What follows belongs to an exercise in optimizing a design on an open flow for small area, a short achievable clock period and few clock cycles; a production flow would make more cautious choices.
Function was checked by simulation only, so behaviour that the tests miss may differ from the original.

`design/flow/design.v`:
```
package aee_pkg;
   localparam int unsigned FDIG_W      = 5;
   localparam int unsigned QUEUE_DEPTH = 4;
   localparam int unsigned PTR_W       = $clog2(QUEUE_DEPTH);
   localparam int unsigned CNT_W       = $clog2(QUEUE_DEPTH + 1);
   localparam logic [63:0] SIGN_BIT   = 64'h8000_0000_0000_0000;
   localparam logic [63:0] MAX_POS    = 64'h7FFF_FFFF_FFFF_FFFF;
   localparam logic [63:0] MANT_LIMIT = 64'd1844674407370955160;
   localparam logic [7:0] CHAR_0     = 8'h30;
   localparam logic [7:0] CHAR_9     = 8'h39;
   localparam logic [7:0] CHAR_DOT   = 8'h2E;
   localparam logic [7:0] CHAR_PLUS  = 8'h2B;
   localparam logic [7:0] CHAR_MINUS = 8'h2D;
   localparam logic [7:0] CHAR_STAR  = 8'h2A;
   localparam logic [7:0] CHAR_SLASH = 8'h2F;
   typedef enum logic [2:0] {
      STATUS_OK       = 3'd0,
      STATUS_BAD_CHAR = 3'd1,
      STATUS_TWO_DOTS = 3'd2,
      STATUS_DIV_ZERO = 3'd3,
      STATUS_OVERFLOW = 3'd4
   } status_type;
   typedef enum logic [2:0] {
      KIND_DIGIT,
      KIND_DOT,
      KIND_MULDIV,
      KIND_ADDSUB,
      KIND_BAD
   } kind_type;
   typedef enum logic [3:0] {
      S_IDLE,
      S_CONV_START,
      S_CONV_WAIT,
      S_FACTOR,
      S_MUL,
      S_MUL_DONE,
      S_DIV_START,
      S_DIV_WAIT,
      S_POST,
      S_OUT
   } back_state_type;
   typedef enum logic [1:0] {
      AFTER_MULDIV,
      AFTER_ADDSUB,
      AFTER_FINAL
   } after_type;
   typedef struct packed {
      kind_type   kind;
      logic [3:0] digit;
      logic       alt_op;
      logic       is_last;
   } entry_type;
   localparam int unsigned ENTRY_W = 9;   
   typedef struct packed {
      logic [7:0] char_code;
      logic       is_last;
   } req_payload_type;
   typedef struct packed {
      logic signed [63:0] value;
      logic [2:0]         status;
   } rsp_payload_type;
   typedef struct packed {
      logic busy;
      logic done;
   } div_flags_type;
   typedef struct packed {
      logic [63:0] value;
      logic        ovf;
   } sat_type;
   function automatic logic [63:0] magnitude(input logic [63:0] x);
      magnitude = x[63] ? (64'd0 - x) : x;
   endfunction
   function automatic logic [64:0] saturate(input logic neg, input logic hi_nz,
                                        input logic [63:0] mag);
      sat_type r;
      r.ovf = 1'b0;
      if (!neg) begin
         if (hi_nz || (mag > 64'h7FFF_FFFF_FFFF_FFFF)) begin
            r.value = 64'h7FFF_FFFF_FFFF_FFFF;
            r.ovf   = 1'b1;
         end else begin
            r.value = mag;
         end
      end else begin
         if (hi_nz || (mag > 64'h8000_0000_0000_0000)) begin
            r.value = 64'h8000_0000_0000_0000;
            r.ovf   = 1'b1;
         end else begin
            r.value = 64'd0 - mag;
         end
      end
      saturate = r;
   endfunction
   function automatic logic [64:0] fx_add(input logic [63:0] a, input logic [63:0] b,
                                      input logic subtract);
      sat_type     r;
      logic [63:0] same;
      r.value = subtract ? (a - b) : (a + b);
      same    = subtract ? (a ^ b) : ~(a ^ b);
      r.ovf   = ((same & (a ^ r.value) & 64'h8000_0000_0000_0000) != 64'd0);
      if (r.ovf) begin
         r.value = a[63] ? 64'h8000_0000_0000_0000 : 64'h7FFF_FFFF_FFFF_FFFF;
      end
      fx_add = r;
   endfunction
   function automatic logic [2:0] note(input logic [2:0] cur, input logic [2:0] code);
      note = ((cur == 3'd0) || (code < cur)) ? code : cur;
   endfunction
   function automatic logic [63:0] pow10(input logic [FDIG_W-1:0] n);
      logic [63:0] p;
      case (n)
         5'd0:    p = 64'd1;
         5'd1:    p = 64'd10;
         5'd2:    p = 64'd100;
         5'd3:    p = 64'd1000;
         5'd4:    p = 64'd10000;
         5'd5:    p = 64'd100000;
         5'd6:    p = 64'd1000000;
         5'd7:    p = 64'd10000000;
         5'd8:    p = 64'd100000000;
         5'd9:    p = 64'd1000000000;
         5'd10:   p = 64'd10000000000;
         5'd11:   p = 64'd100000000000;
         5'd12:   p = 64'd1000000000000;
         5'd13:   p = 64'd10000000000000;
         5'd14:   p = 64'd100000000000000;
         5'd15:   p = 64'd1000000000000000;
         5'd16:   p = 64'd10000000000000000;
         5'd17:   p = 64'd100000000000000000;
         default: p = 64'd1000000000000000000;
      endcase
      pow10 = p;
   endfunction
endpackage
module aee_front (
   input  logic               req_valid,
   input  logic [7:0]         req_char,
   input  logic               req_last,
   output logic               req_ready,
   input  logic               full,
   output logic               push,
   output aee_pkg::entry_type entry
);
   logic [7:0] c;
   assign c         = req_char;
   assign req_ready = !full;
   assign push      = req_valid && !full;
   always_comb begin
      entry.digit   = c[3:0];
      entry.is_last = req_last;
      entry.alt_op  = (c == aee_pkg::CHAR_SLASH) || (c == aee_pkg::CHAR_MINUS);
      if ((c >= aee_pkg::CHAR_0) && (c <= aee_pkg::CHAR_9)) begin
         entry.kind = aee_pkg::KIND_DIGIT;
      end else if (c == aee_pkg::CHAR_DOT) begin
         entry.kind = aee_pkg::KIND_DOT;
      end else if ((c == aee_pkg::CHAR_STAR) || (c == aee_pkg::CHAR_SLASH)) begin
         entry.kind = aee_pkg::KIND_MULDIV;
      end else if ((c == aee_pkg::CHAR_PLUS) || (c == aee_pkg::CHAR_MINUS)) begin
         entry.kind = aee_pkg::KIND_ADDSUB;
      end else begin
         entry.kind = aee_pkg::KIND_BAD;
      end
   end
endmodule
module aee_queue (
   input  logic               clock,
   input  logic               reset,
   input  logic               push,
   input  aee_pkg::entry_type push_entry,
   output logic               full,
   input  logic               pop,
   output aee_pkg::entry_type pop_entry,
   output logic               not_empty
);
   logic [aee_pkg::ENTRY_W-1:0]        slots_ff [0:aee_pkg::QUEUE_DEPTH-1];
   logic [aee_pkg::PTR_W-1:0]          wr_ptr_ff, wr_ptr_in;
   logic [aee_pkg::PTR_W-1:0]          rd_ptr_ff, rd_ptr_in;
   logic [aee_pkg::CNT_W-1:0]          count_ff, count_in;
   assign full      = (count_ff == aee_pkg::CNT_W'(aee_pkg::QUEUE_DEPTH));
   assign not_empty = (count_ff != '0);
   assign pop_entry = slots_ff[rd_ptr_ff];
   always_comb begin
      wr_ptr_in = push ? wr_ptr_ff + 1'b1 : wr_ptr_ff;
      rd_ptr_in = pop ? rd_ptr_ff + 1'b1 : rd_ptr_ff;
      count_in  = count_ff + aee_pkg::CNT_W'(push) - aee_pkg::CNT_W'(pop);
   end
   always_ff @(posedge clock) begin
      if (reset) begin
         wr_ptr_ff <= '0;
         rd_ptr_ff <= '0;
         count_ff  <= '0;
      end else begin
         wr_ptr_ff <= wr_ptr_in;
         rd_ptr_ff <= rd_ptr_in;
         count_ff  <= count_in;
      end
   end
   always_ff @(posedge clock) begin
      if (push) begin
         slots_ff[wr_ptr_ff] <= push_entry;
      end
   end
endmodule
module aee_divider (
   input  logic                   clock,
   input  logic                   reset,
   input  logic                   start,
   input  logic [127:0]           numer,
   input  logic [63:0]            denom,
   output aee_pkg::div_flags_type flags,
   output logic [127:0]           quot,
   output logic [63:0]            rem
);
   logic [127:0] numer_ff, numer_in;
   logic [127:0] quot_ff, quot_in;
   logic [63:0]  rem_ff, rem_in;
   logic [63:0]  denom_ff, denom_in;
   logic [6:0]   count_ff, count_in;
   logic         busy_ff, busy_in;
   logic         done_ff, done_in;
   logic [64:0]  trial;
   logic         fits;
   assign trial       = {rem_ff, numer_ff[127]};
   assign fits        = (trial >= {1'b0, denom_ff});
   assign flags.busy  = busy_ff;
   assign flags.done  = done_ff;
   assign quot        = quot_ff;
   assign rem         = rem_ff;
   always_comb begin
      numer_in = numer_ff;
      quot_in  = quot_ff;
      rem_in   = rem_ff;
      denom_in = denom_ff;
      count_in = count_ff;
      busy_in  = busy_ff;
      done_in  = 1'b0;
      if (start) begin
         numer_in = numer;
         denom_in = denom;
         quot_in  = '0;
         rem_in   = '0;
         count_in = 7'd127;
         busy_in  = 1'b1;
      end else if (busy_ff) begin
         rem_in   = fits ? 64'(trial - {1'b0, denom_ff}) : trial[63:0];
         quot_in  = {quot_ff[126:0], fits};
         numer_in = {numer_ff[126:0], 1'b0};
         count_in = count_ff - 1'b1;
         if (count_ff == '0) begin
            busy_in = 1'b0;
            done_in = 1'b1;
         end
      end
   end
   always_ff @(posedge clock) begin
      if (reset) begin
         busy_ff  <= 1'b0;
         done_ff  <= 1'b0;
         count_ff <= '0;
      end else begin
         busy_ff  <= busy_in;
         done_ff  <= done_in;
         count_ff <= count_in;
      end
   end
   always_ff @(posedge clock) begin
      numer_ff <= numer_in;
      quot_ff  <= quot_in;
      rem_ff   <= rem_in;
      denom_ff <= denom_in;
   end
endmodule
module aee_back #(
   parameter int FRAC_BITS  = 32,
   parameter int MAX_DIGITS = 18
) (
   input  logic               clock,
   input  logic               reset,
   input  logic               entry_valid,
   input  aee_pkg::entry_type entry,
   output logic               pop,
   output logic               rsp_valid,
   input  logic               rsp_ready,
   output logic [63:0]        rsp_value,
   output logic [2:0]         rsp_status
);
   localparam logic [aee_pkg::FDIG_W-1:0] MAX_FDIG = aee_pkg::FDIG_W'(MAX_DIGITS);
   localparam logic [63:0] ONE = 64'd1 << FRAC_BITS;
   aee_pkg::back_state_type state_ff, state_in;
   aee_pkg::after_type      after_ff, after_in;
   aee_pkg::entry_type      item_ff, item_in;
   logic [2:0]              err_ff, err_in;
   logic [63:0]             sum_ff, sum_in;
   logic [63:0]             prod_ff, prod_in;
   logic [63:0]             mant_ff, mant_in;
   logic [aee_pkg::FDIG_W-1:0] fdig_ff, fdig_in;
   logic                    dot_ff, dot_in;
   logic                    pdiv_ff, pdiv_in;
   logic                    neg_ff, neg_in;
   logic                    tstart_ff, tstart_in;
   logic [63:0]             q_ff, q_in;
   logic [127:0]            acc_ff, acc_in;
   logic [1:0]              mul_idx_ff, mul_idx_in;
   logic [63:0]             ma_ff, ma_in;
   logic [63:0]             mb_ff, mb_in;
   logic                    mneg_ff, mneg_in;
   logic [63:0]             out_value_ff, out_value_in;
   logic [2:0]              out_status_ff, out_status_in;
   logic                    div_start;
   logic [127:0]            div_numer;
   logic [63:0]             div_denom;
   aee_pkg::div_flags_type  div_flags;
   logic [127:0]            div_quot;
   logic [63:0]             div_rem;
   logic [63:0]             p10;
   logic [63:0]             mant_x10;
   logic [127:0]            qfull;
   logic                    round_up;
   logic [63:0]             qval;
   logic                    qovf;
   logic [31:0]             mul_a;
   logic [31:0]             mul_b;
   logic [63:0]             mul_pp;
   logic [6:0]              mul_sh;
   aee_pkg::sat_type        mul_sat;
   aee_pkg::sat_type        div_sat;
   aee_pkg::sat_type        add_sat;
   logic                    rsp_fire;
   aee_divider u_divider (
      .clock (clock),
      .reset (reset),
      .start (div_start),
      .numer (div_numer),
      .denom (div_denom),
      .flags (div_flags),
      .quot  (div_quot),
      .rem   (div_rem)
   );
   assign mant_x10 = (mant_ff << 3) + (mant_ff << 1) + {60'd0, entry.digit};
   assign round_up = ({div_rem, 1'b0} >= {1'b0, p10});
   assign qfull    = div_quot + {127'd0, round_up};
   assign qovf     = (qfull[127:63] != '0);
   assign qval     = qovf ? aee_pkg::MAX_POS : qfull[63:0];
   assign mul_a    = mul_idx_ff[0] ? ma_ff[63:32] : ma_ff[31:0];
   assign mul_b    = mul_idx_ff[1] ? mb_ff[63:32] : mb_ff[31:0];
   assign mul_pp   = mul_a * mul_b;
   assign mul_sh   = {({1'b0, mul_idx_ff[0]} + {1'b0, mul_idx_ff[1]}), 5'b0};
   assign mul_sat  = aee_pkg::saturate(mneg_ff, (acc_ff[127:64+FRAC_BITS] != '0),
                                       acc_ff[63+FRAC_BITS:FRAC_BITS]);
   assign div_sat  = aee_pkg::saturate(prod_ff[63] ^ q_ff[63], (div_quot[127:64] != '0),
                                       div_quot[63:0]);
   assign add_sat  = aee_pkg::fx_add(sum_ff, prod_ff, neg_ff);
   assign rsp_fire = rsp_valid && rsp_ready;
   assign rsp_valid          = (state_ff == aee_pkg::S_OUT);
   assign rsp_value          = out_value_ff;
   assign rsp_status         = out_status_ff;
   always_comb begin
      case (fdig_ff)
         5'd0:     p10 = 64'd1;
         5'd1:     p10 = 64'd10;
         5'd2:     p10 = 64'd100;
         5'd3:     p10 = 64'd1000;
         5'd4:     p10 = 64'd10000;
         5'd5:     p10 = 64'd100000;
         5'd6:     p10 = 64'd1000000;
         5'd7:     p10 = 64'd10000000;
         5'd8:     p10 = 64'd100000000;
         5'd9:     p10 = 64'd1000000000;
         5'd10:    p10 = 64'd10000000000;
         5'd11:    p10 = 64'd100000000000;
         5'd12:    p10 = 64'd1000000000000;
         5'd13:    p10 = 64'd10000000000000;
         5'd14:    p10 = 64'd100000000000000;
         5'd15:    p10 = 64'd1000000000000000;
         5'd16:    p10 = 64'd10000000000000000;
         5'd17:    p10 = 64'd100000000000000000;
         default: p10 = 64'd1000000000000000000;
      endcase
   end
   always_comb begin
      div_start = (state_ff == aee_pkg::S_CONV_START) || (state_ff == aee_pkg::S_DIV_START);
      if (state_ff == aee_pkg::S_DIV_START) begin
         div_numer = {64'd0, aee_pkg::magnitude(prod_ff)} << FRAC_BITS;
         div_denom = aee_pkg::magnitude(q_ff);
      end else begin
         div_numer = {64'd0, mant_ff} << FRAC_BITS;
         div_denom = p10;
      end
   end
   always_comb begin
      state_in = state_ff;
      case (state_ff)
         aee_pkg::S_IDLE: begin
            if (entry_valid) begin
               if ((entry.kind == aee_pkg::KIND_ADDSUB) || entry.is_last ||
                   ((entry.kind == aee_pkg::KIND_MULDIV) && !tstart_ff)) begin
                  state_in = aee_pkg::S_CONV_START;
               end
            end
         end
         aee_pkg::S_CONV_START: state_in = aee_pkg::S_CONV_WAIT;
         aee_pkg::S_CONV_WAIT: begin
            if (div_flags.done) begin
               state_in = aee_pkg::S_FACTOR;
            end
         end
         aee_pkg::S_FACTOR: begin
            if (!pdiv_ff) begin
               state_in = aee_pkg::S_MUL;
            end else if (qval == '0) begin
               state_in = aee_pkg::S_POST;
            end else begin
               state_in = aee_pkg::S_DIV_START;
            end
         end
         aee_pkg::S_MUL: begin
            if (mul_idx_ff == 2'd3) begin
               state_in = aee_pkg::S_MUL_DONE;
            end
         end
         aee_pkg::S_MUL_DONE:  state_in = aee_pkg::S_POST;
         aee_pkg::S_DIV_START: state_in = aee_pkg::S_DIV_WAIT;
         aee_pkg::S_DIV_WAIT: begin
            if (div_flags.done) begin
               state_in = aee_pkg::S_POST;
            end
         end
         aee_pkg::S_POST: begin
            if (after_ff == aee_pkg::AFTER_FINAL) begin
               state_in = aee_pkg::S_OUT;
            end else if (item_ff.is_last) begin
               state_in = aee_pkg::S_CONV_START;
            end else begin
               state_in = aee_pkg::S_IDLE;
            end
         end
         aee_pkg::S_OUT: begin
            if (rsp_fire) begin
               state_in = aee_pkg::S_IDLE;
            end
         end
         default: state_in = aee_pkg::S_IDLE;
      endcase
   end
   always_comb begin
      pop           = 1'b0;
      after_in      = after_ff;
      item_in       = item_ff;
      err_in        = err_ff;
      sum_in        = sum_ff;
      prod_in       = prod_ff;
      mant_in       = mant_ff;
      fdig_in       = fdig_ff;
      dot_in        = dot_ff;
      pdiv_in       = pdiv_ff;
      neg_in        = neg_ff;
      tstart_in     = tstart_ff;
      q_in          = q_ff;
      acc_in        = acc_ff;
      mul_idx_in    = mul_idx_ff;
      ma_in         = ma_ff;
      mb_in         = mb_ff;
      mneg_in       = mneg_ff;
      out_value_in  = out_value_ff;
      out_status_in = out_status_ff;
      case (state_ff)
         aee_pkg::S_IDLE: begin
            if (entry_valid) begin
               pop     = 1'b1;
               item_in = entry;
               if (entry.is_last) begin
                  after_in = aee_pkg::AFTER_FINAL;
               end
               case (entry.kind)
                  aee_pkg::KIND_DIGIT: begin
                     tstart_in = 1'b0;
                     if (dot_ff) begin
                        if ((fdig_ff < MAX_FDIG) && (mant_ff <= aee_pkg::MANT_LIMIT)) begin
                           mant_in = mant_x10;
                           fdig_in = fdig_ff + 1'b1;
                        end
                     end else if (mant_ff > aee_pkg::MANT_LIMIT) begin
                        mant_in = '1;
                     end else begin
                        mant_in = mant_x10;
                     end
                  end
                  aee_pkg::KIND_DOT: begin
                     tstart_in = 1'b0;
                     if (dot_ff) begin
                        err_in = aee_pkg::note(err_ff, aee_pkg::STATUS_TWO_DOTS);
                     end else begin
                        dot_in = 1'b1;
                     end
                  end
                  aee_pkg::KIND_MULDIV: begin
                     if (!tstart_ff) begin
                        after_in = aee_pkg::AFTER_MULDIV;
                     end else begin
                        tstart_in = 1'b0;
                        pdiv_in   = entry.alt_op;
                     end
                  end
                  aee_pkg::KIND_ADDSUB: after_in = aee_pkg::AFTER_ADDSUB;
                  default: err_in = aee_pkg::note(err_ff, aee_pkg::STATUS_BAD_CHAR);
               endcase
            end
         end
         aee_pkg::S_FACTOR: begin
            q_in = qval;
            if (qovf) begin
               err_in = aee_pkg::note(err_ff, aee_pkg::STATUS_OVERFLOW);
            end
            if (pdiv_ff && (qval == '0)) begin
               err_in  = aee_pkg::note(err_ff, aee_pkg::STATUS_DIV_ZERO);
               prod_in = '0;
            end
            ma_in      = aee_pkg::magnitude(prod_ff);
            mb_in      = aee_pkg::magnitude(qval);
            mneg_in    = prod_ff[63] ^ qval[63];
            acc_in     = '0;
            mul_idx_in = '0;
         end
         aee_pkg::S_MUL: begin
            acc_in     = acc_ff + ({64'd0, mul_pp} << mul_sh);
            mul_idx_in = mul_idx_ff + 1'b1;
         end
         aee_pkg::S_MUL_DONE: begin
            prod_in = mul_sat.value;
            if (mul_sat.ovf) begin
               err_in = aee_pkg::note(err_ff, aee_pkg::STATUS_OVERFLOW);
            end
         end
         aee_pkg::S_DIV_WAIT: begin
            if (div_flags.done) begin
               prod_in = div_sat.value;
               if (div_sat.ovf) begin
                  err_in = aee_pkg::note(err_ff, aee_pkg::STATUS_OVERFLOW);
               end
            end
         end
         aee_pkg::S_POST: begin
            mant_in = '0;
            fdig_in = '0;
            dot_in  = 1'b0;
            if (after_ff == aee_pkg::AFTER_MULDIV) begin
               pdiv_in   = item_ff.alt_op;
               tstart_in = 1'b0;
            end else begin
               sum_in    = add_sat.value;
               if (add_sat.ovf) begin
                  err_in = aee_pkg::note(err_ff, aee_pkg::STATUS_OVERFLOW);
               end
               prod_in   = ONE;
               pdiv_in   = 1'b0;
               tstart_in = 1'b1;
               if (after_ff == aee_pkg::AFTER_ADDSUB) begin
                  neg_in = item_ff.alt_op;
               end
            end
            if (after_ff == aee_pkg::AFTER_FINAL) begin
               out_status_in = err_in;
               out_value_in  = ((err_in == aee_pkg::STATUS_BAD_CHAR) ||
                                (err_in == aee_pkg::STATUS_TWO_DOTS) ||
                                (err_in == aee_pkg::STATUS_DIV_ZERO)) ? '0 : sum_in;
            end else if (item_ff.is_last) begin
               after_in = aee_pkg::AFTER_FINAL;
            end
         end
         aee_pkg::S_OUT: begin
            if (rsp_fire) begin
               sum_in    = '0;
               prod_in   = ONE;
               mant_in   = '0;
               fdig_in   = '0;
               dot_in    = 1'b0;
               pdiv_in   = 1'b0;
               neg_in    = 1'b0;
               tstart_in = 1'b1;
               err_in    = aee_pkg::STATUS_OK;
            end
         end
         default: begin
         end
      endcase
   end
   always_ff @(posedge clock) begin
      if (reset) begin
         state_ff  <= aee_pkg::S_IDLE;
         after_ff  <= aee_pkg::AFTER_MULDIV;
         err_ff    <= aee_pkg::STATUS_OK;
         sum_ff    <= '0;
         prod_ff   <= ONE;
         mant_ff   <= '0;
         fdig_ff   <= '0;
         dot_ff    <= 1'b0;
         pdiv_ff   <= 1'b0;
         neg_ff    <= 1'b0;
         tstart_ff <= 1'b1;
      end else begin
         state_ff  <= state_in;
         after_ff  <= after_in;
         err_ff    <= err_in;
         sum_ff    <= sum_in;
         prod_ff   <= prod_in;
         mant_ff   <= mant_in;
         fdig_ff   <= fdig_in;
         dot_ff    <= dot_in;
         pdiv_ff   <= pdiv_in;
         neg_ff    <= neg_in;
         tstart_ff <= tstart_in;
      end
   end
   always_ff @(posedge clock) begin
      item_ff       <= item_in;
      q_ff          <= q_in;
      acc_ff        <= acc_in;
      mul_idx_ff    <= mul_idx_in;
      ma_ff         <= ma_in;
      mb_ff         <= mb_in;
      mneg_ff       <= mneg_in;
      out_value_ff  <= out_value_in;
      out_status_ff <= out_status_in;
   end
endmodule
module arith_expression_evaluator_top #(
   parameter int FRAC_BITS  = 32,
   parameter int MAX_DIGITS = 18
) (
   input  logic        clock,
   input  logic        reset,
   input  logic        req_valid,
   output logic        req_ready,
   input  logic [7:0]  req_char,
   input  logic        req_last,
   output logic        rsp_valid,
   input  logic        rsp_ready,
   output logic [63:0] rsp_value,
   output logic [2:0]  rsp_status
);
   logic               push;
   logic               full;
   logic               pop;
   logic               not_empty;
   aee_pkg::entry_type push_entry;
   aee_pkg::entry_type pop_entry;
   aee_front u_front (
      .req_valid (req_valid),
      .req_char  (req_char),
      .req_last  (req_last),
      .req_ready (req_ready),
      .full  (full),
      .push  (push),
      .entry (push_entry)
   );
   aee_queue u_queue (
      .clock      (clock),
      .reset      (reset),
      .push       (push),
      .push_entry (push_entry),
      .full       (full),
      .pop        (pop),
      .pop_entry  (pop_entry),
      .not_empty  (not_empty)
   );
   aee_back #(
      .FRAC_BITS  (FRAC_BITS),
      .MAX_DIGITS (MAX_DIGITS)
   ) u_back (
      .clock       (clock),
      .reset       (reset),
      .entry_valid (not_empty),
      .entry       (pop_entry),
      .pop         (pop),
      .rsp_valid   (rsp_valid),
      .rsp_ready   (rsp_ready),
      .rsp_value   (rsp_value),
      .rsp_status  (rsp_status)
   );
endmodule
```
`design/flow/run.sh`:
```
#!/bin/bash
# synth_recipe.tcl (not shown) runs the flow's synth.tcl, then flattens the netlist and writes it again
# the make line also repeats each setting of config.mk as NAME=value (left out here)
make -C /OpenROAD-flow-scripts/flow DESIGN_CONFIG=/design/flow/config.mk WORK_HOME=/design/flow/orfs CLKGATE_MAP_FILE= SYNTH_SCRIPT=/design/flow/synth_recipe.tcl finish
```
`design/flow/config.mk`:
```
export PLATFORM = sky130hd
export DESIGN_NAME = arith_expression_evaluator_top
export DESIGN_NICKNAME = arith_expression_evaluator_top
export VERILOG_FILES = /design/flow/design.v
export SDC_FILE = /design/flow/constraint.sdc
export NUM_CORES = 4
export LEC_CHECK = 0
export CAP_MARGIN = 30
export CORE_MARGIN = 2
export CORE_UTILIZATION = 40
export SLEW_MARGIN = 30
```
`design/flow/constraint.sdc`:
```
create_clock -name core_clock -period 14.5 [get_ports {clock}]
set_input_delay 2.9000 -clock core_clock [delete_from_list [all_inputs] [get_ports {clock}]]
set_output_delay 2.9000 -clock core_clock [all_outputs]
set_load 0.01 [all_outputs]
```
==> impl_results.md <==
* Placed wire-length estimate at around 320 mm
* Gr usage total at about 29%
* Number of flops mapped to enable cells by yosys at ~590
* Gpl congestion at between 1 and 1.5
* Worst hold slack at 0.470 ns
* Routed via count at about 94,000
* F_max at about 70 MHz
* DR pass1 iterations at 9
* Slowest cell on crit path: fa_1
* Clock slew at reported path FFs at 0.09 ns
* Worst path required time at 14.98 ns
* TritonCTS buffer count at approximately 120
* Fin crit period at approximately 14 ns
* Remaining antenna violation count at 0
* Final hold vios at 0
* Clock skew at around 0.080 ns
* CTS tree: done
* Setup violations, final at 0
* Initial core utilization at about 40%
* Share of flip-flops with an asynchronous set or reset at 0%
* Post-synthesis instance total at 12,600
* FF/Latch Area at approximately 27,000 um^2
* Drc violations at 0
* Top cell type by total area after synthesis: fa_1
* Setup_tns at 0 ns
* Multi-input logic area at between 70,000 and 80,000 um^2
* Synth area leaders: fa_1, edfxtp_1, dfxtp_1, ha_1, nor2_1
* Routed Wire Length at slightly above 400 mm
* Warnings, synthesis at 4
* Critical path launch point type: flop
* Post-Synthesis Mean Instance Area at between 8 and 9 um^2
* H-tree Lvls at 3
* Nets at around 14,000
* Worst hold path type: reg2reg
* Wire per inst at around 25 um
* Slew margin rel. at 17.6%
* Max Cap Viol at 0
* Root buf cell: clkbuf_16
* Most common cell in the netlist: nor2_1
* Critical Path Fanout Max at 31
* Worst reg-to-reg path cell count at 46
* Post-DR vias/cell at 5.85
* Top_reg_cell synth: edfxtp_1
* Largest net degree at the start of global routing at 169
* Area share of the largest cell type after synthesis at 16.8%
* CORE AREA at ~270,000 um^2
* Clock Sinks at 1,058
* Worst setup path end: u_back.acc_ff[119]$_SDFFCE_PN0P_
* DRT iter0 DRCs at around 11,000
* Worst skew pair latency at approximately 0.8 ns
* Cell Rows at between 150 and 200
* Die Y at between 500 and 600 um
* Worst-margin pin slew at 1.23 ns
* RSZ-0062 raised after global routing: no
* CP most frequent cell: fa_1
* Worst setup EP type: flop
* Layout cell share with drive strength beyond 1 at 6.23%
* Initial antenna violation count at 21
* GRT Residual Overflow at 0
* Critical path class: reg2reg
* Crit Reg-Reg Startpoint: u_back.mul_idx_ff[0]$_SDFFCE_PN0P_
* Synth unique cells at a little over 90
* Final slew viol count at 0
* First-pass GRT wire length at roughly 600 mm
* Status: no timing/DRC/antenna violations
* Post-DP Area at ~110,000 um^2
* Register area share after synthesis at 25.2%
* Area growth syn-to-layout at 9.11%
* Post-route cell area at 117,000 um^2
* WP data arrival at between 10 and 15 ns
* Clk buf depth at 3
* Input/output buffers at 81
* Die width at 522 um
* Cell area after synthesis at approximately 110,000 um^2
* Finished Core Util at 43.8%
* R2R Setup Slk at between 0.5 and 0.6 ns
* Crit path from: u_back.mul_idx_ff[0]$_SDFFCE_PN0P_
* Fillers at roughly 27,000
* #FFs+latches synth at roughly 1,100
* Commonest cells in the synthesized netlist: nor2_1, nand2_1, inv_1
* Die ar. at around 270,000 um^2
* Period utilization at a little over nine tenths
* IO Count at ~80
* Max incr delay on CP at 0.56 ns
* Vias in the first global route at about 90,000
* R2r endpoint: u_back.acc_ff[119]$_SDFFCE_PN0P_
==> placed cells by master, fill, tap and decap left out, drive strengths merged, types with 299 or more instances in the layout <==
cell type | netlist | final
a21oi | 741 | 741
dfxtp | 471 | 471
edfxtp | 587 | 587
fa | 902 | 902
ha | 720 | 720
inv | 1163 | 1169
mux2i | 299 | 299
nand2 | 1406 | 1406
nor2 | 1582 | 1582
o21ai | 687 | 687
xnor2 | 389 | 389
==> per-layer routing <==
metal  vias up  share of wire, %  GRT usage (%)  wire (um)
li1      42800                 -              -          -
met1     46100                42           39.9     170000
met2      4266                43           44.3     174000
met3       797               9.8           6.66      39700
met4        26               5.2           12.8      20900
met5         -             0.044              0        180
==> cell type report <==
cell class                 count  area share (%)
multi-input combinational   9686            63.0
tap                         3552            3.80
inverter                    1165            3.75
clock buffer                 147            2.72
timing repair buffer         372            2.67
antenna                        5          0.0107
clock inverter                79           0.902
sequential                  1058            23.1
==> repair_timing <==
| item | in CTS | in global routing |
|---|---|---|
| hold buffers | 0 | 0 |
| setup buffers | 0 | 13 |
| endpoints found under the setup margin | 5 | 12 |
| resized for setup | 2 | 13 |
==> state kept, by name, summed over array words and instances (netlist names), 3 cells and up, named ones only <==
register and cells:
u_back.mb_ff 64, u_back.u_divider.rem_ff 64, u_back.q_ff 63, u_back.u_divider.denom_ff 64
u_back.p10 51, u_back.mant_ff 64, u_back.state_ff 4, u_back.u_divider.quot_ff 128
u_back.prod_ff 64, u_back.err_ff 3, u_back.out_value_ff 64, u_back.acc_ff 128
u_queue.slots_ff 36, u_back.sum_ff 64, u_back.out_status_ff 3, u_back.fdig_ff 5
u_queue.count_ff 3, u_back.u_divider.count_ff 7, u_back.u_divider.numer_ff 96, u_back.ma_ff 64
==> kinds of logic (layout without fill, tap and decap cells) <==
group / Yosys count / count (layout) / synth area share, %
XOR/XNOR: 662 / 662 / 5.42
multiplexers: 378 / 378 / 3.71
other: 1 / 7 / 0.00350
adder cells (fa/ha/maj): 1622 / 1622 / 25.2
AND/OR/NAND/NOR: 4463 / 4463 / 18.8
flip-flops: 1058 / 1058 / 25.2
AO/OA/AOI/OAI: 2559 / 2559 / 14.9
buffers and inverters: 1901 / 1763 / 6.69
==> metrics by stage <==
stage | worst slack (ns) | cells
after floorplan | 2.24 | 12600
after global placement | 0.160 | 15800
after detailed placement | 0.00443 | 15800
after CTS | 0.189 | 16000
after global routing | 0.0487 | 16100
final | 0.507 | 16100
==> critical path: cells and delay by family, from the launching register on <==
| family | cells | cell delay, ns |
|---|---|---|
| adders and majority gates | 10 | 4.82 |
| AOI/OAI and AO/OA | 11 | 2.99 |
| and+or+nand+nor | 12 | 2.62 |
| buffers and inverters | 9 | 1.64 |
| muxes | 2 | 0.68 |
| DFF | 1 | 0.54 |
| xor gates and xnor gates | 2 | 0.39 |
==> worst min-delay path by stage <==
stage / start / endpoint / cells past startpoint
after global placement: u_back.sum_ff[60]$_SDFFE_PP0P_ / u_back.sum_ff[60]$_SDFFE_PP0P_ / 2
final: u_back.sum_ff[44]$_SDFFE_PP0P_ / u_back.sum_ff[44]$_SDFFE_PP0P_ / 2
after detailed placement: u_back.sum_ff[60]$_SDFFE_PP0P_ / u_back.sum_ff[60]$_SDFFE_PP0P_ / 2
after floorplan: u_back.sum_ff[23]$_SDFFE_PP0P_ / u_back.sum_ff[23]$_SDFFE_PP0P_ / 2
after CTS: u_back.sum_ff[60]$_SDFFE_PP0P_ / u_back.sum_ff[60]$_SDFFE_PP0P_ / 2
after global routing: u_back.sum_ff[28]$_SDFFE_PP0P_ / u_back.sum_ff[28]$_SDFFE_PP0P_ / 2
Testbench counts, summed over its fixed seeds: cycles 827,881.

[re-timing with driven ports]
No port has a modelled driver above. Below, the same layout with a new extraction and two added sets of constraints. Step 1 (the two cells are an assumption about what drives the block):
set clk [get_ports {clock}]
set_driving_cell -lib_cell sky130_fd_sc_hd__clkbuf_16 $clk
set_driving_cell -lib_cell sky130_fd_sc_hd__buf_2 [delete_from_list [all_inputs] $clk]
Step 2, shift: input delay + t, output delay - t, t = (earliest + latest rising clock arrival at the registers) / 2. This alone moves slack from input paths to output paths. Three values: ideal, step 1, step 2; two values: the first two.
t, ns: 0.861
slack for setup (ns): 0.507 / 0.507 / 0.507
worst setup path at the end: register to register
clock arrival spread, ns: 0.082 / 0.082
pins driven straight from the clock port: 1
After both steps setup and hold are still met in this run. The setup slack of this run moves by 0.000 ns with the drivers and by 0.000 ns with both steps.
